What follows belongs to an exercise in optimizing a design on an open flow for small area, a short achievable clock period and few clock cycles; a production flow would make more cautious choices.
RTL that was checked went through simulation tests only; none was proved equivalent to the original.
Function not checked in runs 4 to 6: the RTL went through the layout flow alone.
Power figures rest on the tool's default switching activity, not on a simulated workload.

$ cat flow/run.sh
#!/bin/bash
# synth_recipe.tcl (not shown) runs the flow's synth.tcl, then flattens the netlist and writes it again
# the make line also repeats each setting of config.mk as NAME=value (left out here)
make -C /OpenROAD-flow-scripts/flow DESIGN_CONFIG=/design/flow/config.mk WORK_HOME=/design/flow/orfs CLKGATE_MAP_FILE= SYNTH_SCRIPT=/design/flow/synth_recipe.tcl finish
$ cat flow/config.mk
export PLATFORM = sky130hd
export DESIGN_NAME = char_lcs_edit_script_unit
export DESIGN_NICKNAME = char_lcs_edit_script_unit
export VERILOG_FILES = /design/flow/design.v
export SDC_FILE = /design/flow/constraint.sdc
export NUM_CORES = 4
export LEC_CHECK = 0
export CAP_MARGIN = 20
export CORE_MARGIN = 2
export CORE_UTILIZATION = 40
export SLEW_MARGIN = 20
$ cat flow/constraint.sdc
create_clock -name core_clock -period 7.5 [get_ports {clk}]
set_input_delay 1.5000 -clock core_clock [delete_from_list [all_inputs] [get_ports {clk}]]
set_output_delay 1.5000 -clock core_clock [all_outputs]
set_load 0.01 [all_outputs]
$ cat flow/design.v
package cled_pkg;
  localparam int MaxLen = 16;
  localparam int LenW = $clog2(MaxLen + 1);
  localparam int IdxW = (MaxLen > 1) ? $clog2(MaxLen) : 1;
  typedef enum logic [1:0] {
    OP_APPEND_A = 2'd0,
    OP_APPEND_B = 2'd1,
    OP_RUN      = 2'd2,
    OP_NONE     = 2'd3
  } op_t;
  typedef enum logic [1:0] {
    TAG_EQUAL  = 2'd0,
    TAG_DELETE = 2'd1,
    TAG_INSERT = 2'd2,
    TAG_WHOLE  = 2'd3
  } tag_t;
endpackage
module cled_ram #(
  parameter int Width = 8,
  parameter int Depth = 32
) (
  input  logic                     clk,
  input  logic                     we,
  input  logic [$clog2(Depth)-1:0] waddr,
  input  logic [Width-1:0]         wdata,
  input  logic [$clog2(Depth)-1:0] raddr,
  output logic [Width-1:0]         rdata
);
  logic [Width-1:0] mem [Depth];
  always_ff @(posedge clk) begin
    if (we) begin
      mem[waddr] <= wdata;
    end
    rdata <= mem[raddr];
  end
endmodule
module char_lcs_edit_script_unit (
  input  logic       clk,
  input  logic       rst,
  input  logic       start,
  output logic       busy,
  input  logic [1:0] op,
  input  logic [7:0] ch,
  output logic       strobe,
  output logic [1:0] tag,
  output logic [7:0] ch_res,
  output logic       last,
  output logic       overflow
);
  localparam int ML = cled_pkg::MaxLen;
  typedef enum logic [2:0] {
    S_IDLE,
    S_REF0,
    S_REF,
    S_TRACE,
    S_EMIT,
    S_FINAL
  } st_t;
  st_t state;
  logic        busy_r, strobe_r, last_r, dropped, tab_ok, pa_v, pb_v, all_d;
  logic [1:0]  tag_r;
  logic [7:0]  chres_r, ch_r;
  logic [4:0]  len_a, len_b, ra, ei;
  logic [3:0]  wslot;
  logic [15:0] prev_v;
  logic [16:0] mask;
  logic [7:0]  mem_a [ML];
  logic [7:0]  mem_b [ML];
  logic [15:0] tab [ML];
  logic acc, acc_a, acc_b, acc_run, app_a, app_b;
  assign acc = start & ~busy_r & ~rst;
  assign acc_a = acc & (op == cled_pkg::OP_APPEND_A);
  assign acc_b = acc & (op == cled_pkg::OP_APPEND_B);
  assign acc_run = acc & (op == cled_pkg::OP_RUN);
  assign app_a = acc_a & ~len_a[4];
  assign app_b = acc_b & ~len_b[4];
  logic [15:0] mt;
  always_comb begin
    for (int k = 0; k < ML; k++) mt[k] = (mem_a[k] == ch_r);
  end
  logic [15:0] vl, vnew, hc;
  logic [15:0] gg [5];
  logic [15:0] pp [5];
  always_comb begin
    vl = (wslot == 4'd0) ? 16'd0 : prev_v;
    gg[0] = mt & ~vl;
    pp[0] = ~vl;
    for (int l = 0; l < 4; l++) begin
      for (int k = 0; k < ML; k++) begin
        if (k >= (1 << l)) begin
          gg[l+1][k] = gg[l][k] | (pp[l][k] & gg[l][k-(1<<l)]);
          pp[l+1][k] = pp[l][k] & pp[l][k-(1<<l)];
        end else begin
          gg[l+1][k] = gg[l][k];
          pp[l+1][k] = pp[l][k];
        end
      end
    end
    hc = gg[4];
    vnew[0] = mt[0] | vl[0];
    for (int k = 1; k < ML; k++) vnew[k] = ~hc[k-1] & (mt[k] | vl[k]);
  end
  logic [16:0] sq, tt, hh, newmask;
  logic        d;
  logic [4:0]  rbin;
  always_comb begin
    sq = {mt | prev_v, 1'b1} & mask;
    tt = sq;
    tt = tt | (tt >> 1);
    tt = tt | (tt >> 2);
    tt = tt | (tt >> 4);
    tt = tt | (tt >> 8);
    tt = tt | (tt >> 16);
    hh = tt & ~(tt >> 1);
    d = |(hh[16:1] & mt);
    for (int b = 0; b < 5; b++) begin
      rbin[b] = 1'b0;
      for (int k = 0; k < 17; k++) if (((k >> b) & 1) == 1) rbin[b] = rbin[b] | hh[k];
    end
    newmask = d ? (tt >> 1) : tt;
  end
  logic [15:0] rec;
  logic [4:0]  ei1, ra1, ni, nj;
  logic        at_m, del, eqs, lastn, ident;
  logic [1:0]  etag;
  logic [7:0]  ech;
  always_comb begin
    rec = tab[ra[3:0]];
    ei1 = ei + 5'd1;
    ra1 = ra + 5'd1;
    at_m = (ra == len_b);
    if (at_m) del = (ei < len_a);
    else if (rec[5]) del = (ei1 < rec[4:0]);
    else del = (ei < rec[4:0]);
    eqs = ~del & rec[5];
    ni = (del | eqs) ? ei1 : ei;
    nj = del ? ra : ra1;
    lastn = (ni == len_a) && (nj == len_b);
    ech = (del | eqs) ? mem_a[ei[3:0]] : mem_b[ra[3:0]];
    etag = del ? cled_pkg::TAG_DELETE : (eqs ? cled_pkg::TAG_EQUAL : cled_pkg::TAG_INSERT);
    ident = all_d & ~mask[1] & (len_a == len_b);
  end
  logic tab_we;
  logic [15:0] tab_wd;
  assign tab_we = pb_v | (state == S_REF) | (state == S_TRACE);
  assign tab_wd = (state == S_TRACE) ? {10'd0, d, rbin} : vnew;
  always_ff @(posedge clk) begin
    if (rst) begin
      state <= S_IDLE;
      busy_r <= 1'b0;
      strobe_r <= 1'b0;
      len_a <= '0;
      len_b <= '0;
      dropped <= 1'b0;
      tab_ok <= 1'b1;
      pa_v <= 1'b0;
      pb_v <= 1'b0;
    end else begin
      pa_v <= app_a;
      pb_v <= app_b;
      if (app_a) begin
        len_a <= len_a + 5'd1;
        if (len_b != '0) tab_ok <= 1'b0;
      end
      if (app_b) len_b <= len_b + 5'd1;
      if ((acc_a & len_a[4]) | (acc_b & len_b[4])) dropped <= 1'b1;
      case (state)
        S_IDLE:
          if (acc_run) begin
            busy_r <= 1'b1;
            if (len_b == '0) state <= S_EMIT;
            else if (tab_ok) state <= S_TRACE;
            else state <= S_REF0;
          end
        S_REF0: state <= S_REF;
        S_REF: if ({1'b0, wslot} == len_b - 5'd1) state <= S_TRACE;
        S_TRACE: if (wslot == 4'd0) state <= S_EMIT;
        S_EMIT: begin
          strobe_r <= 1'b1;
          if (ident || lastn) state <= S_FINAL;
        end
        S_FINAL: begin
          strobe_r <= 1'b0;
          busy_r <= 1'b0;
          state <= S_IDLE;
          len_a <= '0;
          len_b <= '0;
          dropped <= 1'b0;
          tab_ok <= 1'b1;
        end
        default: state <= S_IDLE;
      endcase
    end
  end
  always_ff @(posedge clk) begin
    if (pa_v) mem_a[wslot] <= ch_r;
    if (pb_v) mem_b[wslot] <= ch_r;
    if (tab_we) tab[wslot] <= tab_wd;
    if (pb_v) prev_v <= vnew;
    case (state)
      S_IDLE: begin
        if (app_a) begin
          ch_r <= ch;
          wslot <= len_a[3:0];
        end else if (app_b) begin
          ch_r <= ch;
          wslot <= len_b[3:0];
        end
        for (int k = 0; k < 17; k++) mask[k] <= (5'(k) <= len_a);
        all_d <= 1'b1;
        ei <= '0;
        ra <= (tab_ok && len_b != '0) ? len_b - 5'd2 : '0;
      end
      S_REF0: begin
        ch_r <= mem_b[ra[3:0]];
        ra <= ra + 5'd1;
        wslot <= '0;
      end
      S_REF: begin
        prev_v <= vnew;
        if ({1'b0, wslot} == len_b - 5'd1) begin
          ra <= {1'b0, wslot} - 5'd1;
        end else begin
          ch_r <= mem_b[ra[3:0]];
          ra <= ra + 5'd1;
          wslot <= wslot + 4'd1;
        end
      end
      S_TRACE: begin
        prev_v <= tab[ra[3:0]];
        ch_r <= mem_b[ra[3:0]];
        wslot <= wslot - 4'd1;
        mask <= newmask;
        all_d <= all_d & d;
        if (wslot == 4'd0) ra <= '0;
        else ra <= ra - 5'd1;
      end
      S_EMIT: begin
        ei <= ni;
        ra <= nj;
        if (ident) begin
          tag_r <= cled_pkg::TAG_WHOLE;
          chres_r <= '0;
          last_r <= 1'b1;
        end else begin
          tag_r <= etag;
          chres_r <= ech;
          last_r <= lastn;
        end
      end
      default: ;
    endcase
  end
  assign busy = busy_r;
  assign strobe = strobe_r;
  assign tag = tag_r;
  assign ch_res = chres_r;
  assign last = last_r;
  assign overflow = dropped;
endmodule
==> summary.md, run 1 <==
| Metric | Value |
|---|---|
| Initial Util | 40.3% |
| Arrival time worst endpoint | 4.80 ns |
| Layout cell share with drive strength beyond 1 | 19.5% |
| DRC viols | 0 |
| Post-layout min period | 4.56 ns |
| Synth warn | 3 |
| Post-DRT Antenna Nets | 0 |
| Kind of critical path | flip-flop to flip-flop |
| Post-synth EDFFs | 578 |
| Library cells used by synthesis | 78 |
| H-tree depth | 3 |
| Largest area contributor in the netlist | edfxtp_1 |
| Synth top cells by count | 578 x edfxtp_1, 157 x mux4_2, 114 x xnor2_1 |
| Cell depth of the worst hold path | 2 |
| Synth Area in Simple Gates | between 6 and 7% |
| Via/cell ratio | about 6 |
| TritonCTS clock tree | built |
| 1st-pass router iterations | 8 |
| Clk sinks | a little over 600 |
| Final Hold Fails | 0 |
| Avg Cell Area, Syn | 16.0 um2 |
| Worst hold endpoint | strobe_r$_SDFFE_PP0P_ |
| Die height | about 270 um |
| GP Congestion | 0.937 |
| Crit path max fanout | 30 |
| Largest net degree at the start of global routing | 57 |
| Vias in the first global route | between 15,000 and 20,000 |
| ANT cells | 0 |
| WL per Instance | 26.4 um |
| Critical Path Source Type | flip-flop |
| Cells after Synth | 1,724 |
| Hold Path Class | flip-flop to flip-flop |
| Synth Area in Compound Gates | 5.44% |
| Worst Tran Pin Value | 1.21 ns |
| FF-to-FF Start | ch_r[0]$_DFFE_PP_ |
| Vias | 15,800 |
| Die area | 70,900 um2 |
| Die width | 266 um |
| Largest family of logic cells by synthesized area | multiplexers |
| Fin nets | about 1,800 |
| Post-Synth Adder-Cell Area | 1.39% |
| Gr usage total | ~20% |
| Final Setup Violations | 0 |
| Max clock buf depth | 3 |
| Num rows | between 90 and 100 |
| Mux share of post-synthesis cell area | 14.0% |
| Top FF cell, synth | edfxtp_1 |
| XOR/XNOR Fraction of Synth Area | 5.74% |
| Clk pin slew, worst setup/hold paths | 0.06 ns |
| Hold Buf Count CTS | 0 |
| Final cycle utilization of the critical path | 60.8% |
| Dpl hpwl | approximately 46,000 um |
| Routed wire length | 71,400 um |
| Max cap viols | 0 |
| Core Box Area | 68,300 um2 |
| Power density over the cells | 240 nW/um2 |
| Root Driver | clkbuf_16 |
| Number of synthesized register bits | between 600 and 700 |
| Main area contributors after synthesis | edfxtp_1 63%, mux4_2 13%, xnor2_1 3.6%, dfxtp_1 2.0%, xor2_1 1.8% |
| Reg2Reg Setup Slack | between 2 and 3 ns |
| Setup TNS | 0 ns |
| I/O pins | 27 |
| Iter 0 DRT Violations | 1,760 |
| Fmax | approximately 0.22 GHz |
| RSZ-0062 raised after global routing | false |
| Status | timing/DRC/antenna clean |
| Setup crit end kind | flip-flop |
| Fin Clk Skew | 0.0176 ns |
| Critical Path RT | 7.74 ns |
| Postcts setup bufs | 0 |
| Tot Pwr | ~7.5 mW |
| Sequential area share after synthesis | 65.1% |
| Count leader, synth | edfxtp_1 |
| Async SR Flop Fraction | 0% |
| Worst R2R End | tab[2][0]$_DFFE_PP_ |
| Top-area cell type share of the netlist area | 63.1% |
| Filler Cell Count | between 5,000 and 6,000 |
| R2R depth | 10 |
| Leakage | 9.88 nW |
| Pins Over Slew Limit | 0 |
| Initial antenna violation count | 1 |
| First-pass GRT wire length | 106,000 um |
| Input/output buffers | 26 |
| Critical hold path startpoint | strobe_r$_SDFFE_PP0P_ |
| Number of buffers created by CTS | 66 |
| PostCTS Resize Cnt | 0 |
| Worst skew pair latency | between 0.6 and 0.7 ns |
| Mapped Area | about 28,000 um2 |
| Net Count, Synth | around 1,800 |
| Gr ovfl total | 0 |
| Worst slew margin | 19.4% |
| Worst IR drop on VDD | 0.000140 V |
| Layout area overhead | 12.9% |
==> state kept, by name, indices dropped and copies added, names as in the netlist, 2 cells and up, named ones only <==
signal / cells
ei: 5
chres_r: 8
prev_v: 16
ch_r: 8
len_b: 5
state: 3
mem_b: 128
tag_r: 2
len_a: 5
tab: 256
ra: 5
mem_a: 128
wslot: 4
mask: 16
==> worst max-delay path: stages (launching register included) <==
cell	delay (ns)
edfxtp_1	0.88
buf_4	0.46
xnor2_1	0.12
nand4_1	0.15
o21bai_1	0.12
a222oi_1	0.62
and3_1	0.39
nand2_1	0.15
nor3_1	0.29
nor3_1	0.14
a21oi_1	0.87
==> cells in the final DEF, fill, tap and decap left out, types with 8 or more instances in the layout <==
master             n
clkinv_1          13
o31ai_1           16
o22ai_1           18
a21o_1            16
o21ai_0           27
mux2_2            13
clkbuf_1          12
inv_1             40
dfxtp_1           23
nand2b_1          16
buf_4             52
nor3_1            23
edfxtp_1         578
nor4_1            16
xor2_1            58
xnor2_1          114
a31oi_1            9
a21oi_1           56
mux4_2           157
mux2i_1           17
clkdlybuf4s50_1   26
o21bai_1           8
nand3_1           19
nand4_1           25
nor2_2            13
nand2_1          100
clkbuf_16         67
nor2_1           101
clkinvlp_4         8
and2_1            12
ha_1              29
==> per-layer routing <==
metal | global-route usage, % | vias to the layer above | share of wire, %
li1 | - | 6883 | -
met1 | 28.2 | 8241 | 43
met2 | 32.6 | 601 | 48
met3 | 3.80 | 113 | 6.6
met4 | 6.65 | 2 | 2.5
met5 | 0 | - | 0.011
==> metrics by stage <==
step / utilization, % / instance area (um2) / hold slack [ns] / setup slack [ns] / cells
2_1_floorplan: - / 27500 / 0.449 / 2.64 / 1724
3_3_place_gp: 42.4 / 29000 / 0.452 / 2.99 / 2591
3_5_place_dp: 42.4 / 29000 / 0.444 / 2.85 / 2591
4_1_cts: 45.4 / 31100 / 0.453 / 2.80 / 2709
5_1_grt: 45.4 / 31100 / 0.487 / 2.61 / 2709
6_report: 45.4 / 31100 / 0.452 / 2.94 / 2709
==> report_power, final <==
group	total [mW]	internal (mW)	leakage [nW]	switching, mW
clock	3.14	1.77	0.993	1.37
combinational	0.547	0.240	3.38	0.306
sequential	3.77	3.72	5.51	0.0512
==> cells by family (layout without fill, tap and decap cells) <==
| family | after synthesis | count (layout) |
|---|---|---|
| fa+ha+maj | 30 | 30 |
| mux | 188 | 188 |
| flops | 605 | 605 |
| compound gates | 222 | 222 |
| simple gates | 367 | 367 |
| xor+xnor | 175 | 175 |
| buf+inv | 137 | 240 |
==> final cells by class <==
cell class | count | area [um2] | share of cell area [%]
multi-input cells | 982 | 9150 | 29.5
inverters | 44 | 165 | 0.532
well taps | 882 | 1100 | 3.55
repair buffers | 78 | 651 | 2.09
flip-flops and latches | 605 | 17900 | 57.6
clock buffers | 79 | 1720 | 5.54
clock inverters | 39 | 363 | 1.17
==> worst max path at each step <==
| stage | startpoint | to | cells past startpoint | slack [ns] |
|---|---|---|---|---|
| finish | ch_r[0]$_DFFE_PP_ | tab[2][0]$_DFFE_PP_ | 10 | 2.94 |
| global route | ch_r[0]$_DFFE_PP_ | tab[2][0]$_DFFE_PP_ | 10 | 2.61 |
| CTS | ch_r[5]$_DFFE_PP_ | tab[9][15]$_DFFE_PP_ | 9 | 2.80 |
| detailed placement | ch_r[1]$_DFFE_PP_ | tab[13][15]$_DFFE_PP_ | 9 | 2.85 |
| global placement | flip-flop | state[0]$_SDFFE_PP0P_ | 13 | 2.99 |
| floorplan | flip-flop | state[0]$_SDFFE_PP0P_ | 17 | 2.64 |
Testbench counts, summed over its fixed seeds: cycles 15,956.
==> run 2, diff against run 1 <==
--- a/flow/config.mk
+++ b/flow/config.mk
@@ -8,4 +8,5 @@
 export CAP_MARGIN = 20
 export CORE_MARGIN = 2
 export CORE_UTILIZATION = 40
+export SETUP_SLACK_MARGIN = 5
 export SLEW_MARGIN = 20
==> summary.md, run 2 <==
| Metric | Value |
|---|---|
| Status | timing/DRC/antenna clean |
| Initial Util | between 40% and 50% |
| Top layer in use | met4 |
| Setup TNS | 0 ns |
| Post-DRT Antenna Nets | 0 |
| Top-area cell type share of the netlist area | 63.1% |
| Final cycle utilization of the critical path | 51.6% |
| Met2 Wirelength | 38,500 um |
| Fin nets | 2,029 |
| Die width | 266 um |
| Mapped Area | around 28,000 um2 |
| Library cells used by synthesis | 78 |
| RSZ-0062 raised after global routing | true |
| Worst Tran Pin Value | 1.14 ns |
| ANT cells | 0 |
| Cells after Synth | 1,724 |
| Critical Path Source Type | flip-flop |
| Via/cell ratio | around 5.9 |
| Fmax | 0.258 GHz |
| Fin worst setup slack | 3.63 ns |
| Worst slack, placed | 2.97 ns |
| Layout area overhead | 29.5% |
| Number of synthesized register bits | 605 |
| Count leader, synth | edfxtp_1 |
| Hold Buf Count CTS | 0 |
| Net Sw Frac | 23.2% |
| Vias | around 17,000 |
| DRC viols | 0 |
| Multi-input gate area | 11,100 um2 |
| Largest register by flop count | tab |
| Critical Path RT | 8.01 ns |
| I/O pins | 27 |
| Largest net degree at the start of global routing | 49 |
| NetSw | between 1.5 and 2 mW |
| Final Hold Fails | 0 |
| Leakage | 11.8 nW |
| Largest area contributor in the netlist | edfxtp_1 |
| Max reg flops | around 260 |
| Final Setup Violations | 0 |
| Clock power frac | 40.4% |
| Filler Cell Count | about 5,400 |
| Gr ovfl total | 0 |
| Num rows | 96 |
| 1st-pass router iterations | 7 |
| Sequential area share after synthesis | 65.1% |
| Post-synth EDFFs | 578 |
| Register area | 17,900 um2 |
| Fin Clk Skew | about 0.025 ns |
| Worst slew margin | 23.6% |
| H-tree depth | 3 |
| Pint | 5.97 mW |
| Kind of critical path | flip-flop to flip-flop |
| Number of buffers created by CTS | 66 |
| Clk pin slew, worst setup/hold paths | approximately 0.06 ns |
| GP Congestion | 0.943 |
| Gr usage total | 22.4% |
| Post-layout min period | 3.87 ns |
| Pins Over Slew Limit | 0 |
| Commonest non-fill, non-tap cell in the layout | edfxtp_1 |
| Dpl hpwl | roughly 46,000 um |
| Power density over the cells | 218 nW/um2 |
| Max clock buf depth | 3 |
| Routed wire length | around 80,000 um |
| Worst skew pair latency | 0.61 ns |
| Most frequent cells in the layout | 578 x edfxtp_1, 157 x mux4_2, 142 x buf_4 |
| Async SR Flop Fraction | 0% |
| Setup crit end kind | flip-flop |
| Hold WS | 0.466 ns |
| Synth warn | 3 |
| Layout cell share with drive strength beyond 1 | 39.9% |
| Die height | between 200 and 300 um |
| Crit path max fanout | 8 |
| Die area | ~71,000 um2 |
| Core Box Area | 68,300 um2 |
| Worst IR drop on VDD | about 0.00013 V |
| Clk sinks | 605 |
| Max cap viols | 0 |
| Hold Path Class | flip-flop to flip-flop |
| Initial antenna violation count | 0 |
| Flop pwr share | 48.4% |
| TritonCTS clock tree | built |
| Net Count, Synth | 1,767 |
| Met3 wire len | 5390 um |
| WL met1 | 33,100 um |
| Vias in the first global route | 17,300 |
| First-pass GRT wire length | 116,000 um |
| Avg Cell Area, Syn | between 15 and 20 um2 |
| Synth top cells by count | 578 x edfxtp_1, 157 x mux4_2, 114 x xnor2_1 |
| Gate power share | 11.2% |
| WL per Instance | 27.4 um |
| Root Driver | clkbuf_16 |
| Arrival time worst endpoint | around 4.4 ns |
| Iter 0 DRT Violations | 1,755 |
| Top FF cell, synth | edfxtp_1 |
| Input/output buffers | 26 |
| Main area contributors after synthesis | edfxtp_1 63%, mux4_2 13%, xnor2_1 3.6%, dfxtp_1 2.0%, xor2_1 1.8% |
[run 2: cell counts after synthesis]
Identical to the previous run, type by type.
[run 2: cell type report]
type,count,share of cell area (%)
sequential,605,50.3
multi-input combinational,986,31.1
timing repair buffer,283,9.22
clock buffer,85,4.98
tap,882,3.10
clock inverter,33,0.790
inverter,44,0.520
[run 2: power groups by stage]
stage          clock network (mW)  registers, mW  logic, mW
6_report                     3.14           3.76      0.873
5_1_grt                      3.31           3.76      0.919
4_1_cts                      3.18           3.76      0.782
3_5_place_dp                    0           3.84      0.568
3_3_place_gp                    0           3.84      0.561
2_1_floorplan                   0           3.82      0.445
[run 2: routing by layer]
metal | up-vias | global-route usage, %
met2 | 731 | 35.8
li1 | 7340 | -
met4 | 0 | 9.57
met3 | 157 | 3.48
met5 | - | 0
met1 | 9028 | 30.5
[run 2: logic make-up after synthesis]
kind of cell	Yosys count	share of synthesized area (%)
mux	188	14.0
xor+xnor	175	5.74
simple gates	367	6.33
flops	605	65.1
fa+ha+maj	30	1.39
buf+inv	137	2.00
compound gates	222	5.44
[run 2: repair_timing]
action,CTS,global route
gates resized for setup,305,143
pin swaps,70,74
buffers inserted,122,70
setup endpoints to repair,756,457
gates cloned,23,4
hold endpoints to repair,0,0
[run 2: critical path: stages, from the launching register on]
cell and delay [ns]:
dfxtp_4 0.39, buf_12 0.15, mux4_2 0.50, mux4_2 0.53, inv_2 0.11, ha_4 0.20
a21oi_2 0.12, o21ai_1 0.08, a21oi_2 0.15, o21ai_4 0.11, o2111a_2 0.28, xnor2_1 0.12
a2111o_1 0.42, or3_4 0.36, a311oi_2 0.24
[run 2: final timing paths]
kind | startpoint | endpoint | slack (ns) | cells after the start
setup / recovery | flip-flop | state[0]$_SDFFE_PP0P_ | 3.63 | 14
hold / removal | strobe_r$_SDFFE_PP0P_ | strobe_r$_SDFFE_PP0P_ | 0.47 | 2
setup reg to reg | flip-flop | state[0]$_SDFFE_PP0P_ | 3.63 | 14
hold reg to reg | strobe_r$_SDFFE_PP0P_ | strobe_r$_SDFFE_PP0P_ | 0.47 | 2
[run 2: through the flow]
| stage | instance area, um2 | util, % | instances | total power, mW |
|---|---|---|---|---|
| 4_1_cts | 34300 | 50.2 | 2844 | 7.72 |
| 3_3_place_gp | 29500 | 43.1 | 2581 | 4.40 |
| 5_1_grt | 35600 | 52.1 | 2918 | 7.99 |
| 3_5_place_dp | 29500 | 43.1 | 2581 | 4.41 |
| 6_report | 35600 | 52.1 | 2918 | 7.77 |
| 2_1_floorplan | 28300 | - | 1724 | 4.26 |
==> run 3, diff against run 2 <==
--- a/flow/config.mk
+++ b/flow/config.mk
@@ -5,6 +5,7 @@
 export SDC_FILE = /design/flow/constraint.sdc
 export NUM_CORES = 4
 export LEC_CHECK = 0
+export ABC_CLOCK_PERIOD_IN_PS = 2000
 export CAP_MARGIN = 20
 export CORE_MARGIN = 2
 export CORE_UTILIZATION = 40
==> summary.md, run 3 <==
| Metric | Value |
|---|---|
| Setup TNS | 0 ns |
| Post-layout min period | 3.87 ns |
| R2R depth | 14 |
| Initial antenna violation count | 0 |
| Pins Over Slew Limit | 0 |
| Max reg flops | 256 |
| Max cap viols | 0 |
| Fin Clk Skew | ~0.025 ns |
| Root Driver | clkbuf_16 |
| TritonCTS clock tree | built |
| Avg Cell Area, Syn | 16.0 um2 |
| Hold Buf Count CTS | 0 |
| Mux share of post-synthesis cell area | 14.0% |
| Gr usage total | between 20% and 30% |
| RSZ-0062 raised after global routing | true |
| Count leader, synth | edfxtp_1 |
| Iter 0 DRT Violations | 1,755 |
| Num rows | 96 |
| Die width | between 200 and 300 um |
| Post-DRT Antenna Nets | 0 |
| Routed wire length | between 80,000 and 90,000 um |
| Largest register by flop count | tab |
| Met2 Wirelength | 38,500 um |
| Net Count, Synth | 1,767 |
| Fmax | approximately 0.26 GHz |
| Layout cell share with drive strength beyond 1 | 39.9% |
| Library cells used by synthesis | about 80 |
| 1st-pass router iterations | 7 |
| Largest area contributor in the netlist | edfxtp_1 |
| Leakage | 11.8 nW |
| Most frequent cells in the layout | 578 x edfxtp_1, 157 x mux4_2, 142 x buf_4 |
| Worst Tran Pin Value | 1.14 ns |
| Fin nets | 2,029 |
| ANT cells | 0 |
| Synth Area in Compound Gates | about 5.4% |
| Cells after Synth | about 1,700 |
| I/O pins | 27 |
| Post-Synth Adder-Cell Area | under 10% |
| Critical Path Source Type | flip-flop |
| WL met1 | 33,100 um |
| Die area | 70,900 um2 |
| Async SR Flop Fraction | 0% |
| Layout area overhead | 29.5% |
| Kind of critical path | flip-flop to flip-flop |
| Top layer in use | met4 |
| Largest net degree at the start of global routing | between 40 and 50 |
| Max clock buf depth | 3 |
| First-pass GRT wire length | 116,000 um |
| Top FF cell, synth | edfxtp_1 |
| Synth top cells by count | 578 x edfxtp_1, 157 x mux4_2, 114 x xnor2_1 |
| Multi-input gate area | 11,100 um2 |
| Input/output buffers | 26 |
| Vias | 17,300 |
| Clk sinks | approximately 600 |
| Synth warn | 3 |
| Setup crit end kind | flip-flop |
| Mapped Area | 27,500 um2 |
| Worst R2R End | state[0]$_SDFFE_PP0P_ |
| Initial Util | 40.3% |
| Hold WS | around 0.47 ns |
| WL per Instance | 27.4 um |
| H-tree depth | 3 |
| Crit path max fanout | 8 |
| Power density over the cells | between 200 and 250 nW/um2 |
| Arrival time worst endpoint | between 4 and 5 ns |
| Final cycle utilization of the critical path | 51.6% |
| Crit path capture | state[0]$_SDFFE_PP0P_ |
| Top-area cell type share of the netlist area | 63.1% |
| Via/cell ratio | 5.91 |
| Worst slew margin | approximately a quarter |
| Filler Cell Count | 5,421 |
| Sequential area share after synthesis | 65.1% |
| Worst IR drop on VDD | between 0.0001 and 0.00015 V |
| Core Box Area | 68,300 um2 |
| Die height | 266 um |
| XOR/XNOR Fraction of Synth Area | about 5.7% |
| Register area | about 18,000 um2 |
| Reg2Reg Setup Slack | 3.63 ns |
| Synth Area in Simple Gates | 6.33% |
| Largest family of logic cells by synthesized area | multiplexers |
| DRC viols | 0 |
| Vias in the first global route | 17,300 |
| Worst skew pair latency | 0.61 ns |
| Dpl hpwl | 45,900 um |
| Status | timing/DRC/antenna clean |
| Post-synth EDFFs | a little under 600 |
| Final Non-Filler Cells | 2,918 |
| GP Congestion | 0.943 |
| Final Hold Fails | 0 |
| Post-Place Cells | between 2,000 and 3,000 |
| Number of synthesized register bits | 605 |
| Critical Path RT | 8.01 ns |
| Clk pin slew, worst setup/hold paths | roughly 0.06 ns |
| Gr ovfl total | 0 |
| Commonest non-fill, non-tap cell in the layout | edfxtp_1 |
| Main area contributors after synthesis | edfxtp_1 63%, mux4_2 13%, xnor2_1 3.6%, dfxtp_1 2.0%, xor2_1 1.8% |
| Number of buffers created by CTS | 66 |
| Final Setup Violations | 0 |
| Hold Path Class | flip-flop to flip-flop |
| Met3 wire len | 5390 um |
| Critical hold path startpoint | strobe_r$_SDFFE_PP0P_ |
==> run 3: timing repair <==
item	CTS	global route
cloned	23	4
setup buffers	122	70
pin swaps	70	74
gates resized for setup	305	143
hold endpoints to repair	0	0
endpoints found under the setup margin	756	457
==> run 3: worst max-delay path: stages (launching register included) <==
cell and delay, ns:
dfxtp_4 0.39, buf_12 0.15, mux4_2 0.50, mux4_2 0.53, inv_2 0.11, ha_4 0.20
a21oi_2 0.12, o21ai_1 0.08, a21oi_2 0.15, o21ai_4 0.11, o2111a_2 0.28, xnor2_1 0.12
a2111o_1 0.42, or3_4 0.36, a311oi_2 0.24
==> run 3: kinds of logic after synthesis <==
| kind of cell | Yosys count |
|---|---|
| buffers and inverters | 137 |
| adder cells (fa/ha/maj) | 30 |
| AND/OR/NAND/NOR | 367 |
| AO/OA/AOI/OAI | 222 |
| multiplexers | 188 |
| XOR/XNOR | 175 |
| flip-flops | 605 |
==> run 3: metal layers <==
layer | global-route usage, % | vias up
met4 | 9.57 | 0
met1 | 30.5 | 9028
li1 | - | 7340
met3 | 3.48 | 157
met2 | 35.8 | 731
met5 | 0 | -
==> run 3: area by class of cell <==
cell class / instances / share of cell area (%)
Clock buffer: 85 / 4.98
Multi-Input combinational cell: 986 / 31.1
Tap cell: 882 / 3.10
Clock inverter: 33 / 0.790
Inverter: 44 / 0.520
Timing Repair Buffer: 283 / 9.22
Sequential cell: 605 / 50.3
==> run 3: where the power goes <==
part | switching, mW | internal [mW] | leakage (nW)
combinational | 0.438 | 0.435 | 5.30
clock | 1.32 | 1.81 | 1.00
sequential | 0.0389 | 3.72 | 5.51
==> run 3: how the worst min path moves through the flow <==
| stage | end | slack [ns] | depth (start not counted) |
|---|---|---|---|
| 2_1_floorplan | tab_ok$_SDFFE_PP1P_ | 0.45 | 1 |
| 3_3_place_gp | strobe_r$_SDFFE_PP0P_ | 0.45 | 2 |
| 3_5_place_dp | strobe_r$_SDFFE_PP0P_ | 0.46 | 2 |
| 4_1_cts | strobe_r$_SDFFE_PP0P_ | 0.47 | 2 |
| 5_1_grt | strobe_r$_SDFFE_PP0P_ | 0.49 | 2 |
| 6_report | strobe_r$_SDFFE_PP0P_ | 0.47 | 2 |
==> run 3: stage by stage <==
step                total power [mW]  utilization, %  setup WS, ns  instance area [um2]
CTS                             7.72            50.2          3.59                34300
global placement                4.40            43.1          3.08                29500
finish                          7.77            52.1          3.63                35600
global route                    7.99            52.1          3.50                35600
detailed placement              4.41            43.1          2.97                29500
floorplan                       4.26               -          3.57                28300
==> run 4, diff against run 3 <==
--- a/flow/design.v
+++ b/flow/design.v
@@ -60,7 +60,8 @@
   logic        busy_r, strobe_r, last_r, dropped, tab_ok, pa_v, pb_v, all_d;
   logic [1:0]  tag_r;
   logic [7:0]  chres_r, ch_r;
-  logic [4:0]  len_a, len_b, ra, ei;
+  logic [4:0]  len_a, len_b, ba, ta, ei, cur_top;
+  logic        cur_k, at_m;
   logic [3:0]  wslot;
   logic [15:0] prev_v;
   logic [16:0] mask;
@@ -102,7 +103,7 @@
   end
   logic [16:0] sq, tt, hh, newmask;
   logic        d;
-  logic [4:0]  rbin;
+  logic [4:0]  rbin, rbin1, newi;
   always_comb begin
     sq = {mt | prev_v, 1'b1} & mask;
     tt = sq;
@@ -115,35 +116,34 @@
     d = |(hh[16:1] & mt);
     for (int b = 0; b < 5; b++) begin
       rbin[b] = 1'b0;
+      rbin1[b] = 1'b0;
       for (int k = 0; k < 17; k++) if (((k >> b) & 1) == 1) rbin[b] = rbin[b] | hh[k];
-    end
+      for (int k = 1; k < 17; k++) if ((((k - 1) >> b) & 1) == 1) rbin1[b] = rbin1[b] | hh[k];
+    end
+    newi = d ? rbin1 : rbin;
     newmask = d ? (tt >> 1) : tt;
   end
-  logic [15:0] rec;
-  logic [4:0]  ei1, ra1, ni, nj;
-  logic        at_m, del, eqs, lastn, ident;
+  logic [4:0]  ei1, ni;
+  logic        del, eqs, step, lastn, ident;
   logic [1:0]  etag;
   logic [7:0]  ech;
-  always_comb begin
-    rec = tab[ra[3:0]];
+  logic [15:0] rec;
+  always_comb begin
+    rec = tab[ta[3:0]];
     ei1 = ei + 5'd1;
-    ra1 = ra + 5'd1;
-    at_m = (ra == len_b);
-    if (at_m) del = (ei < len_a);
-    else if (rec[5]) del = (ei1 < rec[4:0]);
-    else del = (ei < rec[4:0]);
-    eqs = ~del & rec[5];
+    del = at_m ? (ei < len_a) : (ei < cur_top);
+    eqs = ~del & cur_k;
+    step = ~del;
     ni = (del | eqs) ? ei1 : ei;
-    nj = del ? ra : ra1;
-    lastn = (ni == len_a) && (nj == len_b);
-    ech = (del | eqs) ? mem_a[ei[3:0]] : mem_b[ra[3:0]];
+    lastn = ((del | eqs) ? (ei1 == len_a) : (ei == len_a)) && (step ? (ta == len_b) : at_m);
+    ech = (del | eqs) ? mem_a[ei[3:0]] : mem_b[ba[3:0]];
     etag = del ? cled_pkg::TAG_DELETE : (eqs ? cled_pkg::TAG_EQUAL : cled_pkg::TAG_INSERT);
     ident = all_d & ~mask[1] & (len_a == len_b);
   end
   logic tab_we;
   logic [15:0] tab_wd;
   assign tab_we = pb_v | (state == S_REF) | (state == S_TRACE);
-  assign tab_wd = (state == S_TRACE) ? {10'd0, d, rbin} : vnew;
+  assign tab_wd = (state == S_TRACE) ? {10'd0, d, newi} : vnew;
   always_ff @(posedge clk) begin
     if (rst) begin
       state <= S_IDLE;
@@ -209,35 +209,57 @@
         for (int k = 0; k < 17; k++) mask[k] <= (5'(k) <= len_a);
         all_d <= 1'b1;
         ei <= '0;
-        ra <= (tab_ok && len_b != '0) ? len_b - 5'd2 : '0;
+        if (tab_ok && len_b != '0) begin
+          ba <= len_b - 5'd2;
+          ta <= len_b - 5'd2;
+        end else begin
+          ba <= '0;
+          ta <= 5'd1;
+        end
+        at_m <= (len_b == '0);
       end
       S_REF0: begin
-        ch_r <= mem_b[ra[3:0]];
-        ra <= ra + 5'd1;
+        ch_r <= mem_b[ba[3:0]];
+        ba <= ba + 5'd1;
         wslot <= '0;
       end
       S_REF: begin
         prev_v <= vnew;
         if ({1'b0, wslot} == len_b - 5'd1) begin
-          ra <= {1'b0, wslot} - 5'd1;
-        end else begin
-          ch_r <= mem_b[ra[3:0]];
-          ra <= ra + 5'd1;
+          ba <= {1'b0, wslot} - 5'd1;
+          ta <= {1'b0, wslot} - 5'd1;
+        end else begin
+          ch_r <= mem_b[ba[3:0]];
+          ba <= ba + 5'd1;
           wslot <= wslot + 4'd1;
         end
       end
       S_TRACE: begin
-        prev_v <= tab[ra[3:0]];
-        ch_r <= mem_b[ra[3:0]];
+        prev_v <= rec;
+        ch_r <= mem_b[ba[3:0]];
         wslot <= wslot - 4'd1;
         mask <= newmask;
         all_d <= all_d & d;
-        if (wslot == 4'd0) ra <= '0;
-        else ra <= ra - 5'd1;
+        if (wslot == 4'd0) begin
+          ba <= '0;
+          ta <= 5'd1;
+          cur_top <= newi;
+          cur_k <= d;
+          at_m <= 1'b0;
+        end else begin
+          ba <= ba - 5'd1;
+          ta <= ta - 5'd1;
+        end
       end
       S_EMIT: begin
         ei <= ni;
-        ra <= nj;
+        if (step) begin
+          ba <= ta;
+          ta <= ta + 5'd1;
+          cur_top <= rec[4:0];
+          cur_k <= rec[5];
+          at_m <= (ta == len_b);
+        end
         if (ident) begin
           tag_r <= cled_pkg::TAG_WHOLE;
           chres_r <= '0;
--- a/flow/config.mk
+++ b/flow/config.mk
@@ -5,7 +5,6 @@
 export SDC_FILE = /design/flow/constraint.sdc
 export NUM_CORES = 4
 export LEC_CHECK = 0
-export ABC_CLOCK_PERIOD_IN_PS = 2000
 export CAP_MARGIN = 20
 export CORE_MARGIN = 2
 export CORE_UTILIZATION = 40
==> summary.md, run 4 <==
| Metric | Value |
|---|---|
| Status | timing/DRC/antenna clean |
| Worst-path cell chain | buf_8 > buf_4 > xnor2_1 > nand4_1 > o21bai_2 > and2_4 > a211o_4 > a211o_1 > o211ai_2 > buf_4 > nor3_4 > buf_6 > a221o_2 > a21o_4 |
| Gr usage total | 21.1% |
| Final cycle utilization of the critical path | 49.4% |
| FF-to-FF Start | ch_r[0]$_DFFE_PP_ |
| Crit path max fanout | 13 |
| Via/cell ratio | 5.78 |
| Worst IR drop on VDD | approximately 0.00019 V |
| First-pass GRT wire length | 114,000 um |
| Setup crit start | ch_r[0]$_DFFE_PP_ |
| Post-synth EDFFs | 589 |
| Hold Path Class | flip-flop to flip-flop |
| Layout cell share with drive strength beyond 1 | 36.7% |
| Pins Over Slew Limit | 0 |
| Final Non-Filler Cells | 2,981 |
| Most repeated library cell on the critical path | buf_4 |
| Final Setup Violations | 0 |
| Hold Buf Count CTS | 0 |
| Main area contributors after synthesis | edfxtp_1 63%, mux4_2 13%, xnor2_1 3.9%, dfxtp_1 2.2%, nor2_1 1.4% |
| Critical Path Source Type | flip-flop |
| Kind of critical path | flip-flop to flip-flop |
| Dpl cell area | 29,800 um2 |
| Pint | 6.64 mW |
| R2R depth | 14 |
| Post-route cell area | 35,300 um2 |
| Num rows | 97 |
| Die height | 269 um |
| Leakage | 11.8 nW |
| Largest net degree at the start of global routing | 65 |
| CP max stage cell | edfxtp_1 |
| Vias in the first global route | 16,900 |
| Die area | 72,500 um2 |
| Largest register by flop count | tab |
| Number of synthesized register bits | 620 |
| Iter 0 DRT Violations | 1,734 |
| Mapped Area | 28,200 um2 |
| Async SR Flop Fraction | 0% |
| Max cap viols | 0 |
| TritonCTS clock tree | built |
| Post-Place Cells | 2,650 |
| Gate power share | around a fifth |
| Reg2Reg Setup Slack | between 3 and 4 ns |
| Synth top cells by count | 589 x edfxtp_1, 160 x mux4_2, 125 x xnor2_1 |
| Net Count, Synth | 1,782 |
| Filler Cell Count | 5,757 |
| Die width | around 270 um |
| 1st-pass router iterations | 6 |
| Avg Cell Area, Syn | 16.2 um2 |
| Sequential area share after synthesis | 65.0% |
| Max reg flops | ~260 |
| Top FF cell, synth | edfxtp_1 |
| Synth warn | 3 |
| Count leader, synth | edfxtp_1 |
| Clock power frac | 36.6% |
| Worst Tran Pin Value | 1.12 ns |
| Critical Path Max Stage Delay | ~0.50 ns |
| Number of buffers created by CTS | 69 |
| WL per Instance | 26.4 um |
| Root Driver | clkbuf_16 |
| GP Congestion | 0.878 |
| Multi-input gate area | between 10,000 and 15,000 um2 |
| ANT cells | 0 |
| Dpl hpwl | 45,800 um |
| Top-area cell type share of the netlist area | between 60% and 70% |
| Final Hold Fails | 0 |
| Gr ovfl total | 0 |
| Most frequent cells in the layout | 589 x edfxtp_1, 160 x mux4_2, 151 x buf_4 |
| DRC viols | 0 |
| Input/output buffers | 26 |
| I/O pins | 27 |
| Vias | between 15,000 and 20,000 |
| Initial antenna violation count | 0 |
| Cells after Synth | 1,740 |
| Critical Path RT | about 8 ns |
| Setup crit end kind | flip-flop |
| Post-DRT Antenna Nets | 0 |
| CP Depth | 14 |
| Clk sinks | 620 |
| Initial Util | 40.3% |
| Fin Clk Skew | 0.0215 ns |
| Worst skew pair latency | about 0.6 ns |
| Worst R2R End | tab[4][3]$_DFFE_PP_ |
| RSZ-0062 raised after global routing | true |
| Crit path capture | tab[4][3]$_DFFE_PP_ |
| Commonest non-fill, non-tap cell in the layout | edfxtp_1 |
| Critical hold path startpoint | strobe_r$_SDFFE_PP0P_ |
| Register area | 18,400 um2 |
| Largest area contributor in the netlist | edfxtp_1 |
| Worst slew margin | 24.9% |
| Clk pin slew, worst setup/hold paths | about 0.060 ns |
| Fmax | 0.270 GHz |
| Setup TNS | 0 ns |
| Core Box Area | 69,900 um2 |
| Net Sw Frac | 26.5% |
| Routed wire length | 78,600 um |
| Arrival time worst endpoint | 4.04 ns |
| NetSw | 2.40 mW |
| Power density over the cells | 256 nW/um2 |
| Fin nets | 2,027 |
| Tot Pwr | 9.04 mW |
| H-tree depth | 3 |
| Library cells used by synthesis | 83 |
| WP buf/inv | 4 |
| Max clock buf depth | 3 |
| Post-layout min period | 3.70 ns |
| Delay-heaviest family, CP | compound AO/OA/AOI/OAI gates |
| Flop pwr share | between 40% and 50% |
| Layout area overhead | 25.2% |
## run 4: cell types whose count changed in the layout (fill, tap and decap cells not counted), moves of 10 or more
cell / before / now
and3_1: 2 / 17
xnor2_1: 93 / 113
nor2_2: 29 / 16
nor2_1: 72 / 88
xor2_1: 49 / 39
nor2_4: 13 / 3
buf_6: 57 / 46
edfxtp_1: 578 / 589
## run 4: cells by family after synthesis
logic type	share of synthesized area (%)
fa+ha+maj	1.32
simple gates	6.29
compound gates	5.61
flops	65.0
mux	14.2
buf+inv	2.32
xor+xnor	5.22
## run 4: layout make-up
class,count,share of cell area [%]
Clock buffer,81,5.11
Clock inverter,46,1.11
Inverter,36,0.440
Multi-Input combinational cell,990,29.8
Sequential cell,620,52.1
Tap cell,940,3.34
Timing Repair Buffer,268,8.18
## run 4: how the worst min path moves through the flow
| stage | endpoint | slack (ns) | cells after the start |
|---|---|---|---|
| after global routing | strobe_r$_SDFFE_PP0P_ | 0.51 | 2 |
| final | strobe_r$_SDFFE_PP0P_ | 0.48 | 2 |
| after CTS | strobe_r$_SDFFE_PP0P_ | 0.48 | 2 |
| after global placement | strobe_r$_SDFFE_PP0P_ | 0.45 | 2 |
| after detailed placement | strobe_r$_SDFFE_PP0P_ | 0.47 | 2 |
| after floorplan | tab_ok$_SDFFE_PP1P_ | 0.44 | 1 |
## run 4: per-layer routing
metal	vias to the layer above	routed length, um	global-route usage (%)
met2	709	37300	33.4
met3	162	5460	3.76
met5	-	0	0
li1	7372	-	-
met1	8988	32900	29.3
met4	0	3010	7.53
## run 4: worst min-delay path, stage by stage (launching register included)
cell and delay, ns:
dfxtp_2 0.33, inv_1 0.05, o22ai_1 0.06
## run 4: power by group through the flow
stage,combinational (mW),clock [mW],sequential (mW)
after floorplan,0.949,0,4.01
after global placement,1.22,0,4.09
after detailed placement,1.22,0,4.09
after CTS,1.55,3.36,3.99
after global routing,1.84,3.51,4.00
final,1.74,3.31,3.99
## run 4: stage by stage
step / hold WS (ns) / util, % / setup slack, ns
3_3_place_gp: 0.454 / 42.5 / 2.63
3_5_place_dp: 0.472 / 42.6 / 2.43
5_1_grt: 0.508 / 50.4 / 3.70
2_1_floorplan: 0.444 / - / 3.82
4_1_cts: 0.477 / 48.6 / 3.89
6_report: 0.477 / 50.4 / 3.80
## run 4: timing repair
action | in CTS | in global routing
setup buffers | 116 | 74
resized for setup | 264 | 106
endpoints found under the setup margin | 496 | 621
gates cloned | 8 | 5
pin swaps | 58 | 56
==> run 5, diff against run 4 <==
--- a/flow/design.v
+++ b/flow/design.v
@@ -57,13 +57,12 @@
     S_FINAL
   } st_t;
   st_t state;
-  logic        busy_r, strobe_r, last_r, dropped, tab_ok, pa_v, pb_v, all_d;
+  logic        busy_r, strobe_r, last_r, dropped, tab_ok, pb_v, all_d, cur_k, at_m;
   logic [1:0]  tag_r;
-  logic [7:0]  chres_r, ch_r;
+  logic [7:0]  chres_r;
   logic [4:0]  len_a, len_b, ba, ta, ei, cur_top;
-  logic        cur_k, at_m;
   logic [3:0]  wslot;
-  logic [15:0] prev_v;
+  logic [15:0] prev_v, mt_r;
   logic [16:0] mask;
   logic [7:0]  mem_a [ML];
   logic [7:0]  mem_b [ML];
@@ -75,16 +74,19 @@
   assign acc_run = acc & (op == cled_pkg::OP_RUN);
   assign app_a = acc_a & ~len_a[4];
   assign app_b = acc_b & ~len_b[4];
+  logic [7:0]  cmp_ch, rd_b;
   logic [15:0] mt;
   always_comb begin
-    for (int k = 0; k < ML; k++) mt[k] = (mem_a[k] == ch_r);
+    rd_b = mem_b[ba[3:0]];
+    cmp_ch = (state == S_IDLE) ? ch : rd_b;
+    for (int k = 0; k < ML; k++) mt[k] = (mem_a[k] == cmp_ch);
   end
   logic [15:0] vl, vnew, hc;
   logic [15:0] gg [5];
   logic [15:0] pp [5];
   always_comb begin
-    vl = (wslot == 4'd0) ? 16'd0 : prev_v;
-    gg[0] = mt & ~vl;
+    vl = prev_v;
+    gg[0] = mt_r & ~vl;
     pp[0] = ~vl;
     for (int l = 0; l < 4; l++) begin
       for (int k = 0; k < ML; k++) begin
@@ -98,14 +100,15 @@
       end
     end
     hc = gg[4];
-    vnew[0] = mt[0] | vl[0];
-    for (int k = 1; k < ML; k++) vnew[k] = ~hc[k-1] & (mt[k] | vl[k]);
-  end
-  logic [16:0] sq, tt, hh, newmask;
+    vnew[0] = mt_r[0] | vl[0];
+    for (int k = 1; k < ML; k++) vnew[k] = ~hc[k-1] & (mt_r[k] | vl[k]);
+  end
+  logic [16:0] mrow, sq, tt, hh, newmask;
   logic        d;
   logic [4:0]  rbin, rbin1, newi;
   always_comb begin
-    sq = {mt | prev_v, 1'b1} & mask;
+    mrow = {mt_r, 1'b0};
+    sq = {mt_r | prev_v, 1'b1} & mask;
     tt = sq;
     tt = tt | (tt >> 1);
     tt = tt | (tt >> 2);
@@ -113,7 +116,8 @@
     tt = tt | (tt >> 8);
     tt = tt | (tt >> 16);
     hh = tt & ~(tt >> 1);
-    d = |(hh[16:1] & mt);
+    d = |(hh & mrow);
+    newmask = (tt >> 1) | (sq & ~mrow);
     for (int b = 0; b < 5; b++) begin
       rbin[b] = 1'b0;
       rbin1[b] = 1'b0;
@@ -121,7 +125,6 @@
       for (int k = 1; k < 17; k++) if ((((k - 1) >> b) & 1) == 1) rbin1[b] = rbin1[b] | hh[k];
     end
     newi = d ? rbin1 : rbin;
-    newmask = d ? (tt >> 1) : tt;
   end
   logic [4:0]  ei1, ni;
   logic        del, eqs, step, lastn, ident;
@@ -136,9 +139,20 @@
     step = ~del;
     ni = (del | eqs) ? ei1 : ei;
     lastn = ((del | eqs) ? (ei1 == len_a) : (ei == len_a)) && (step ? (ta == len_b) : at_m);
-    ech = (del | eqs) ? mem_a[ei[3:0]] : mem_b[ba[3:0]];
+    ech = (del | eqs) ? mem_a[ei[3:0]] : rd_b;
     etag = del ? cled_pkg::TAG_DELETE : (eqs ? cled_pkg::TAG_EQUAL : cled_pkg::TAG_INSERT);
     ident = all_d & ~mask[1] & (len_a == len_b);
+  end
+  logic       f_del, f_eq, f_ident, f_last;
+  logic [1:0] f_tag;
+  logic [7:0] f_ch;
+  always_comb begin
+    f_del = newmask[1];
+    f_eq = ~f_del & d;
+    f_ident = all_d & d & ~newmask[1] & (len_a == len_b);
+    f_last = ~f_del && (len_b == 5'd1) && (f_eq ? (len_a == 5'd1) : (len_a == '0));
+    f_ch = (f_del | f_eq) ? mem_a[0] : mem_b[0];
+    f_tag = f_del ? cled_pkg::TAG_DELETE : (f_eq ? cled_pkg::TAG_EQUAL : cled_pkg::TAG_INSERT);
   end
   logic tab_we;
   logic [15:0] tab_wd;
@@ -153,10 +167,8 @@
       len_b <= '0;
       dropped <= 1'b0;
       tab_ok <= 1'b1;
-      pa_v <= 1'b0;
       pb_v <= 1'b0;
     end else begin
-      pa_v <= app_a;
       pb_v <= app_b;
       if (app_a) begin
         len_a <= len_a + 5'd1;
@@ -174,7 +186,11 @@
           end
         S_REF0: state <= S_REF;
         S_REF: if ({1'b0, wslot} == len_b - 5'd1) state <= S_TRACE;
-        S_TRACE: if (wslot == 4'd0) state <= S_EMIT;
+        S_TRACE:
+          if (wslot == 4'd0) begin
+            strobe_r <= 1'b1;
+            state <= (f_ident || f_last) ? S_FINAL : S_EMIT;
+          end
         S_EMIT: begin
           strobe_r <= 1'b1;
           if (ident || lastn) state <= S_FINAL;
@@ -193,17 +209,15 @@
     end
   end
   always_ff @(posedge clk) begin
-    if (pa_v) mem_a[wslot] <= ch_r;
-    if (pb_v) mem_b[wslot] <= ch_r;
+    if (app_a) mem_a[len_a[3:0]] <= ch;
+    if (app_b) mem_b[len_b[3:0]] <= ch;
     if (tab_we) tab[wslot] <= tab_wd;
-    if (pb_v) prev_v <= vnew;
+    if (state == S_IDLE && len_b == '0) prev_v <= '0;
+    else if (pb_v) prev_v <= vnew;
     case (state)
       S_IDLE: begin
-        if (app_a) begin
-          ch_r <= ch;
-          wslot <= len_a[3:0];
-        end else if (app_b) begin
-          ch_r <= ch;
+        if (app_b) begin
+          mt_r <= mt;
           wslot <= len_b[3:0];
         end
         for (int k = 0; k < 17; k++) mask[k] <= (5'(k) <= len_a);
@@ -219,7 +233,8 @@
         at_m <= (len_b == '0);
       end
       S_REF0: begin
-        ch_r <= mem_b[ba[3:0]];
+        prev_v <= '0;
+        mt_r <= mt;
         ba <= ba + 5'd1;
         wslot <= '0;
       end
@@ -229,23 +244,41 @@
           ba <= {1'b0, wslot} - 5'd1;
           ta <= {1'b0, wslot} - 5'd1;
         end else begin
-          ch_r <= mem_b[ba[3:0]];
+          mt_r <= mt;
           ba <= ba + 5'd1;
           wslot <= wslot + 4'd1;
         end
       end
       S_TRACE: begin
         prev_v <= rec;
-        ch_r <= mem_b[ba[3:0]];
+        mt_r <= mt;
         wslot <= wslot - 4'd1;
         mask <= newmask;
         all_d <= all_d & d;
         if (wslot == 4'd0) begin
-          ba <= '0;
-          ta <= 5'd1;
-          cur_top <= newi;
-          cur_k <= d;
-          at_m <= 1'b0;
+          ei <= (f_del | f_eq) ? 5'd1 : 5'd0;
+          if (f_del) begin
+            ba <= '0;
+            ta <= 5'd1;
+            cur_top <= newi;
+            cur_k <= d;
+            at_m <= 1'b0;
+          end else begin
+            ba <= 5'd1;
+            ta <= 5'd2;
+            cur_top <= tab[1][4:0];
+            cur_k <= tab[1][5];
+            at_m <= (len_b == 5'd1);
+          end
+          if (f_ident) begin
+            tag_r <= cled_pkg::TAG_WHOLE;
+            chres_r <= '0;
+            last_r <= 1'b1;
+          end else begin
+            tag_r <= f_tag;
+            chres_r <= f_ch;
+            last_r <= f_last;
+          end
         end else begin
           ba <= ba - 5'd1;
           ta <= ta - 5'd1;
==> summary.md, run 5 <==
| Metric | Value |
|---|---|
| Status | timing/DRC/antenna clean |
| Root Driver | clkbuf_16 |
| Initial antenna violation count | 1 |
| Die height | 272 um |
| RSZ-0062 raised after global routing | true |
| Post-DRT Antenna Nets | 0 |
| Fmax | 0.356 GHz |
| Reg2Reg Setup Slack | between 4 and 5 ns |
| Count leader, synth | edfxtp_1 |
| WL per Instance | 26.8 um |
| Final Non-Filler Cells | roughly 3,200 |
| Pins Over Slew Limit | 0 |
| Top-area cell type share of the netlist area | 62.2% |
| Power density over the cells | between 200 and 250 nW/um2 |
| Vias in the first global route | approximately 18,000 |
| Synth warn | 3 |
| Hold Path Class | flip-flop to flip-flop |
| Largest area contributor in the netlist | edfxtp_1 |
| Core Box Area | 71,400 um2 |
| Max reg flops | roughly 260 |
| Worst Tran Pin Value | 0.996 ns |
| I/O pins | 27 |
| Final cycle utilization of the critical path | roughly 37% |
| ANT cells | 0 |
| 1st-pass router iterations | 6 |
| Input/output buffers | 26 |
| H-tree depth | 3 |
| Post-Place Cells | 2,808 |
| Max cap viols | 0 |
| Vias | 18,800 |
| Synth top cells by count | 597 x edfxtp_1, 142 x xor2_1, 136 x mux4_2 |
| Setup TNS | 0 ns |
| Critical Path Source Type | flip-flop |
| Gr ovfl total | 0 |
| Gr usage total | between 20% and 30% |
| Routed wire length | 84,300 um |
| Worst skew pair latency | around 0.63 ns |
| Layout area overhead | 28.0% |
| Worst IR drop on VDD | 0.000138 V |
| Sequential area share after synthesis | 64.3% |
| Most frequent cells in the layout | 597 x edfxtp_1, 152 x buf_4, 141 x xor2_1 |
| R2R depth | 12 |
| Fin nets | approximately 2,200 |
| Largest register by flop count | tab |
| Final Hold Fails | 0 |
| Iter 0 DRT Violations | between 1,500 and 2,000 |
| Fin worst setup slack | 4.69 ns |
| DRC viols | 0 |
| Arrival time worst endpoint | 3.27 ns |
| Final core utilization | 51.7% |
| Hold Buf Count CTS | 0 |
| GP Congestion | between 0.9 and 1 |
| Commonest non-fill, non-tap cell in the layout | edfxtp_1 |
| Met2 Wirelength | 40,500 um |
| Multi-input gate area | 11,100 um2 |
| Num rows | 98 |
| Die area | 74,200 um2 |
| Post-layout min period | about 2.8 ns |
| Net Count, Synth | 1,921 |
| Critical Path RT | 7.96 ns |
| Avg Cell Area, Syn | ~15 um2 |
| Top FF cell, synth | edfxtp_1 |
| Worst slew margin | 32.9% |
| Initial Util | 40.4% |
| Mapped Area | ~29,000 um2 |
| Max clock buf depth | 3 |
| Main area contributors after synthesis | edfxtp_1 62%, mux4_2 11%, xor2_1 4.3%, dfxtp_1 2.1%, nor2_1 1.8% |
| Kind of critical path | flip-flop to flip-flop |
| Largest net degree at the start of global routing | 65 |
| Layout cell share with drive strength beyond 1 | 34.8% |
| Crit path max fanout | 8 |
| Die width | 272 um |
| Post-synth EDFFs | approximately 600 |
| Setup crit end kind | flip-flop |
| Library cells used by synthesis | 76 |
| Met3 wire len | 6270 um |
| Clk sinks | 627 |
| Number of synthesized register bits | around 630 |
| WL met1 | 35,000 um |
| Top layer in use | met4 |
| Final Setup Violations | 0 |
| Async SR Flop Fraction | 0% |
| Dpl hpwl | 48,400 um |
| TritonCTS clock tree | built |
| Clk pin slew, worst setup/hold paths | 0.06 ns |
| Via/cell ratio | roughly 6.0 |
| Filler Cell Count | 5,668 |
| Fin Clk Skew | 0.0252 ns |
| Number of buffers created by CTS | 66 |
| Cells after Synth | 1,875 |
| Leakage | approximately 12 nW |
| Register area | between 15,000 and 20,000 um2 |
| Worst slack, placed | 3.27 ns |
| Worst R2R End | mt_r[6]$_DFFE_PP_ |
| First-pass GRT wire length | between 100,000 and 150,000 um |
| Crit path capture | mt_r[6]$_DFFE_PP_ |
## run 5: cells by family (layout without fill, tap and decap cells)
| logic type | after synthesis | after routing | synth area share [%] |
|---|---|---|---|
| buf+inv | 130 | 453 | 2.09 |
| fa+ha+maj | 33 | 33 | 1.46 |
| simple gates | 448 | 449 | 7.53 |
| mux | 202 | 202 | 13.1 |
| flops | 627 | 627 | 64.3 |
| compound gates | 267 | 268 | 6.42 |
| xor+xnor | 168 | 168 | 5.11 |
## run 5: critical path, stage by stage (launching register included)
cell and delay, ns:
dfxtp_4 0.39, buf_6 0.11, buf_12 0.13, buf_12 0.11, mux4_2 0.52, mux2i_4 0.22
nor3_4 0.08, a211oi_4 0.24, buf_6 0.17, buf_16 0.15, xor2_1 0.15, nand4_1 0.16
nor2_4 0.20
## run 5: power breakdown
group,internal (mW),switching (mW),leakage [nW]
Clock,1.94,1.41,1.08
Sequential,3.91,0.0797,5.80
Combinational,0.701,0.757,5.53
Total,6.55,2.25,12.4
## run 5: through the flow
step,hold slack [ns],area [um2],total power [mW]
after floorplan,0.452,29100,4.73
after global placement,0.506,30500,5.03
after detailed placement,0.510,30500,5.04
after CTS,0.520,35800,8.73
after global routing,0.542,36900,9.06
final,0.515,36900,8.80
## run 5: how the worst min path moves through the flow
stage / from / cells past startpoint / endpoint / slack (ns)
2_1_floorplan: tab_ok$_SDFFE_PP1P_ / 1 / tab_ok$_SDFFE_PP1P_ / 0.45
3_3_place_gp: tab_ok$_SDFFE_PP1P_ / 1 / tab_ok$_SDFFE_PP1P_ / 0.51
3_5_place_dp: tab_ok$_SDFFE_PP1P_ / 1 / tab_ok$_SDFFE_PP1P_ / 0.51
4_1_cts: dropped$_SDFFE_PP0P_ / 2 / dropped$_SDFFE_PP0P_ / 0.52
5_1_grt: tab_ok$_SDFFE_PP1P_ / 1 / tab_ok$_SDFFE_PP1P_ / 0.54
6_report: dropped$_SDFFE_PP0P_ / 2 / dropped$_SDFFE_PP0P_ / 0.51
## run 5: cell type report
cell class | instances | area share (%)
Inverter | 38 | 0.438
Clock inverter | 37 | 1.20
Multi-Input combinational cell | 1120 | 30.2
Sequential cell | 627 | 50.4
Tap cell | 950 | 3.22
Timing Repair Buffer | 294 | 9.64
Clock buffer | 84 | 4.80
## run 5: metal layers
layer / vias up / global-route usage [%]
met1: 9813 / 31.1
met5: - / 0
met2: 860 / 35.8
met3: 175 / 3.41
li1: 7936 / -
met4: 0 / 7.29
## run 5: timing repair
action                                  4_1_cts  5_1_grt
cloned                                       23        3
endpoints found under the setup margin      925      581
buffers inserted                            123       72
gates resized for setup                     372       82
pin swaps                                    50       61
endpoints found under the hold margin         0        0
==> run 6, diff against run 5 <==
--- a/flow/config.mk
+++ b/flow/config.mk
@@ -8,5 +8,5 @@
 export CAP_MARGIN = 20
 export CORE_MARGIN = 2
 export CORE_UTILIZATION = 40
-export SETUP_SLACK_MARGIN = 5
+export SETUP_SLACK_MARGIN = 4.5
 export SLEW_MARGIN = 20
==> summary.md, run 6 <==
| Metric | Value |
|---|---|
| Status | timing/DRC/antenna clean |
| Core Box Area | 71,400 um2 |
| Number of buffers created by CTS | 68 |
| Vias | approximately 17,000 |
| Gr ovfl total | 0 |
| Critical Path RT | roughly 7.9 ns |
| Die area | between 70,000 and 80,000 um2 |
| TritonCTS clock tree | built |
| Net Count, Synth | a little under 2,000 |
| CP max stage cell | clkdlybuf4s50_1 |
| Post-DRT Antenna Nets | 0 |
| Worst slack, placed | ~3.4 ns |
| Largest net degree at the start of global routing | 65 |
| Cell depth of the worst hold path | 2 |
| H-tree depth | 3 |
| Worst hold endpoint | dropped$_SDFFE_PP0P_ |
| Layout area overhead | 17.8% |
| Worst-path cell chain | clkdlybuf4s50_1 > buf_4 > a211oi_4 > buf_8 > xor2_1 > nand4_1 > nor2_2 |
| RSZ-0062 raised after global routing | false |
| Largest register by flop count | tab |
| Sequential area share after synthesis | 64.3% |
| Final Setup Violations | 0 |
| Die height | 272 um |
| R2R depth | 8 |
| Worst slew margin | 32.8% |
| Library cells used by synthesis | 76 |
| Synth top cells by count | 597 x edfxtp_1, 142 x xor2_1, 136 x mux4_2 |
| Vias in the first global route | 17,400 |
| DRC viols | 0 |
| Delay-heaviest family, CP | buffers and inverters |
| Final cycle utilization of the critical path | 39.9% |
| Post-layout min period | 2.99 ns |
| Post-route cell area | 33,900 um2 |
| Dpl cell area | between 30,000 and 40,000 um2 |
| Initial antenna violation count | 2 |
| Fin nets | a little over 2,000 |
| Met2 usage | 33.3% |
| Via/cell ratio | 5.79 |
| Layout cell share with drive strength beyond 1 | 24.4% |
| Cells after Synth | 1,875 |
| Num rows | between 90 and 100 |
| CP Depth | 7 |
| Max cap viols | 0 |
| Hold Path Class | flip-flop to flip-flop |
| GP Congestion | about 0.9 |
| Critical Path Max Stage Delay | 0.39 ns |
| Kind of critical path | input port to flip-flop |
| Die width | 272 um |
| Max reg flops | 256 |
| Top FF cell, synth | edfxtp_1 |
| Met1 Use GR | 26.9% |
| Final Hold Fails | 0 |
| Setup TNS | 0 ns |
| Power density over the cells | between 200 and 250 nW/um2 |
| I/O pins | 27 |
| Fmax | roughly 0.33 GHz |
| Routed wire length | 74,800 um |
| Critical Path Source Type | input port |
| Worst R2R End | tab[1][3]$_DFFE_PP_ |
| Async SR Flop Fraction | 0% |
| 1st-pass router iterations | 5 |
| First-pass GRT wire length | 111,000 um |
| Root Driver | clkbuf_16 |
| Commonest non-fill, non-tap cell in the layout | edfxtp_1 |
| Multi-input gate area | 10,400 um2 |
| Leakage | between 10 and 15 nW |
| WP buf/inv | 3 |
| Top-area cell type share of the netlist area | 62.2% |
| Dpl hpwl | 47,900 um |
| Crit path max fanout | 33 |
| Final core utilization | 47.5% |
| Fin Clk Skew | between 0.03 and 0.04 ns |
| Number of synthesized register bits | around 630 |
| Iter 0 DRT Violations | 1,601 |
| Gr usage total | 20.1% |
| Critical hold path startpoint | dropped$_SDFFE_PP0P_ |
| Worst IR drop on VDD | between 0.0002 and 0.00025 V |
| Fin worst setup slack | 4.51 ns |
| Max clock buf depth | 3 |
| GRT Max-Usage Layer | met2 |
| Clk pin slew, worst setup/hold paths | 0.06 ns |
| Synth warn | 3 |
| Input/output buffers | 26 |
| Register area | 18,600 um2 |
| Arrival time worst endpoint | 3.38 ns |
| WL per Instance | 25.1 um |
| Avg Cell Area, Syn | between 15 and 20 um2 |
| Mapped Area | 28,800 um2 |
| Count leader, synth | edfxtp_1 |
| Setup crit end kind | flip-flop |
| Filler Cell Count | 6,109 |
| Most frequent cells in the layout | 597 x edfxtp_1, 142 x xor2_1, 136 x mux4_2 |
| Pins Over Slew Limit | 0 |
| Worst Tran Pin Value | 1.01 ns |
| Largest area contributor in the netlist | edfxtp_1 |
| Reg2Reg Setup Slack | 4.61 ns |
| ANT cells | 0 |
| Clk sinks | 627 |
| Worst skew pair latency | 0.62 ns |
| FF-to-FF Start | prev_v[12]$_DFFE_PP_ |
| Hold Buf Count CTS | 0 |
| Grt met3 use | 3.13% |
| Post-synth EDFFs | a little under 600 |
| Main area contributors after synthesis | edfxtp_1 62%, mux4_2 11%, xor2_1 4.3%, dfxtp_1 2.1%, nor2_1 1.8% |
| Initial Util | 40.4% |
-- run 6: cell counts after synthesis --
No cell type changed its count.
-- run 6: area by class of cell --
cell class | count | share of cell area [%]
clock buffer | 83 | 5.27
clock inverter | 39 | 1.45
inverter | 38 | 0.420
multi-input combinational | 1118 | 30.7
sequential | 627 | 54.7
tap | 950 | 3.50
timing repair buffer | 127 | 3.98
-- run 6: cell families after synthesis --
| group | Yosys count | synth area share [%] |
|---|---|---|
| flops | 627 | 64.3 |
| compound gates | 267 | 6.42 |
| buf+inv | 130 | 2.09 |
| simple gates | 448 | 7.53 |
| fa+ha+maj | 33 | 1.46 |
| xor+xnor | 168 | 5.11 |
| mux | 202 | 13.1 |
-- run 6: power by group --
part	switching (mW)	leakage (nW)	internal (mW)
combinational	0.604	4.30	0.454
sequential	0.0936	5.80	3.91
clock	1.41	1.10	1.97
-- run 6: worst max-delay path by stage --
| stage | end | from | slack, ns |
|---|---|---|---|
| finish | mt_r[4]$_DFFE_PP_ | ch[0] | 4.51 |
| global route | cur_top[2]$_DFFE_PP_ | flip-flop | 4.43 |
| CTS | flip-flop | len_a[4]$_SDFFE_PP0P_ | 4.44 |
| detailed placement | mem_a[9][5]$_DFFE_PP_ | rst | 3.43 |
| global placement | mt_r[12]$_DFFE_PP_ | rst | 3.48 |
| floorplan | mem_b[10][0]$_DFFE_PP_ | rst | 4.49 |
-- run 6: repair_timing --
action,4_1_cts,5_1_grt
gates resized for setup,100,64
buffers inserted,28,13
pin swaps,14,9
gates cloned,1,2
hold endpoints to repair,0,0
endpoints found under the setup margin,677,532
-- run 6: routing by layer --
metal  vias up  routed length, um  part of all wire, %
met5         -                  0                    0
met4         0               2430                  3.3
met3       158               4690                  6.3
met2       653              36300                   49
met1      8888              31300                   42
li1       7574                  -                    -
-- run 6: worst min-delay path: stages, from the launching register on --
cell	delay (ns)
dfxtp_1	0.32
a21oi_1	0.04
nor2_1	0.07
-- run 6: stage by stage --
step | hold WS (ns) | power, mW | instances
6_report | 0.463 | 8.44 | 2982
5_1_grt | 0.513 | 8.71 | 2982
4_1_cts | 0.471 | 8.45 | 2967
3_5_place_dp | 0.460 | 5.04 | 2816
3_3_place_gp | 0.477 | 5.03 | 2816
2_1_floorplan | 0.448 | 4.72 | 1875

==> port drivers added, routing unchanged <==
The results above use ideal ports. As a check the final layouts listed here were re-extracted and re-timed, cells and wires unchanged. Step 1 sets driving cells, clkbuf_16 on the clock port and buf_2 on the other inputs (assumed; they add their load-dependent delay and slew). Step 2 times the ports against the registers' clock, not the clock port: input delays grow and output delays shrink by t, the midpoint of the rising clock arrivals with the driver on. a / b / c = ideal ports / drivers / drivers and shift; a / b = the first two.
| run | t, ns | setup slack, ns | worst setup path after step 2 | clock arrival spread, ns | worst data-port slew with drivers (ns) |
|---|---|---|---|---|---|
| run 1 | 0.662 | 2.939 / 2.939 / 2.939 | register to register | 0.018 / 0.018 | 0.05 |
| run 2 | 0.658 | 3.629 / 3.629 / 3.629 | register to register | 0.026 / 0.026 | 0.04 |
| run 3 | 0.658 | 3.629 / 3.629 / 3.629 | register to register | 0.026 / 0.026 | 0.04 |
| run 4 | 0.671 | 3.797 / 3.797 / 3.797 | register to register | 0.021 / 0.021 | 0.06 |
| run 5 | 0.683 | 4.691 / 4.691 / 4.101 | input to register | 0.026 / 0.027 | 0.07 |
| run 6 | 0.665 | 4.506 / 4.543 / 3.877 | input to register | 0.040 / 0.039 | 0.04 |
After both steps setup and hold are still met in every run listed. For run 6, which loses most, drivers alone change the setup slack by +0.037 ns; drivers and shift together by -0.629 ns.
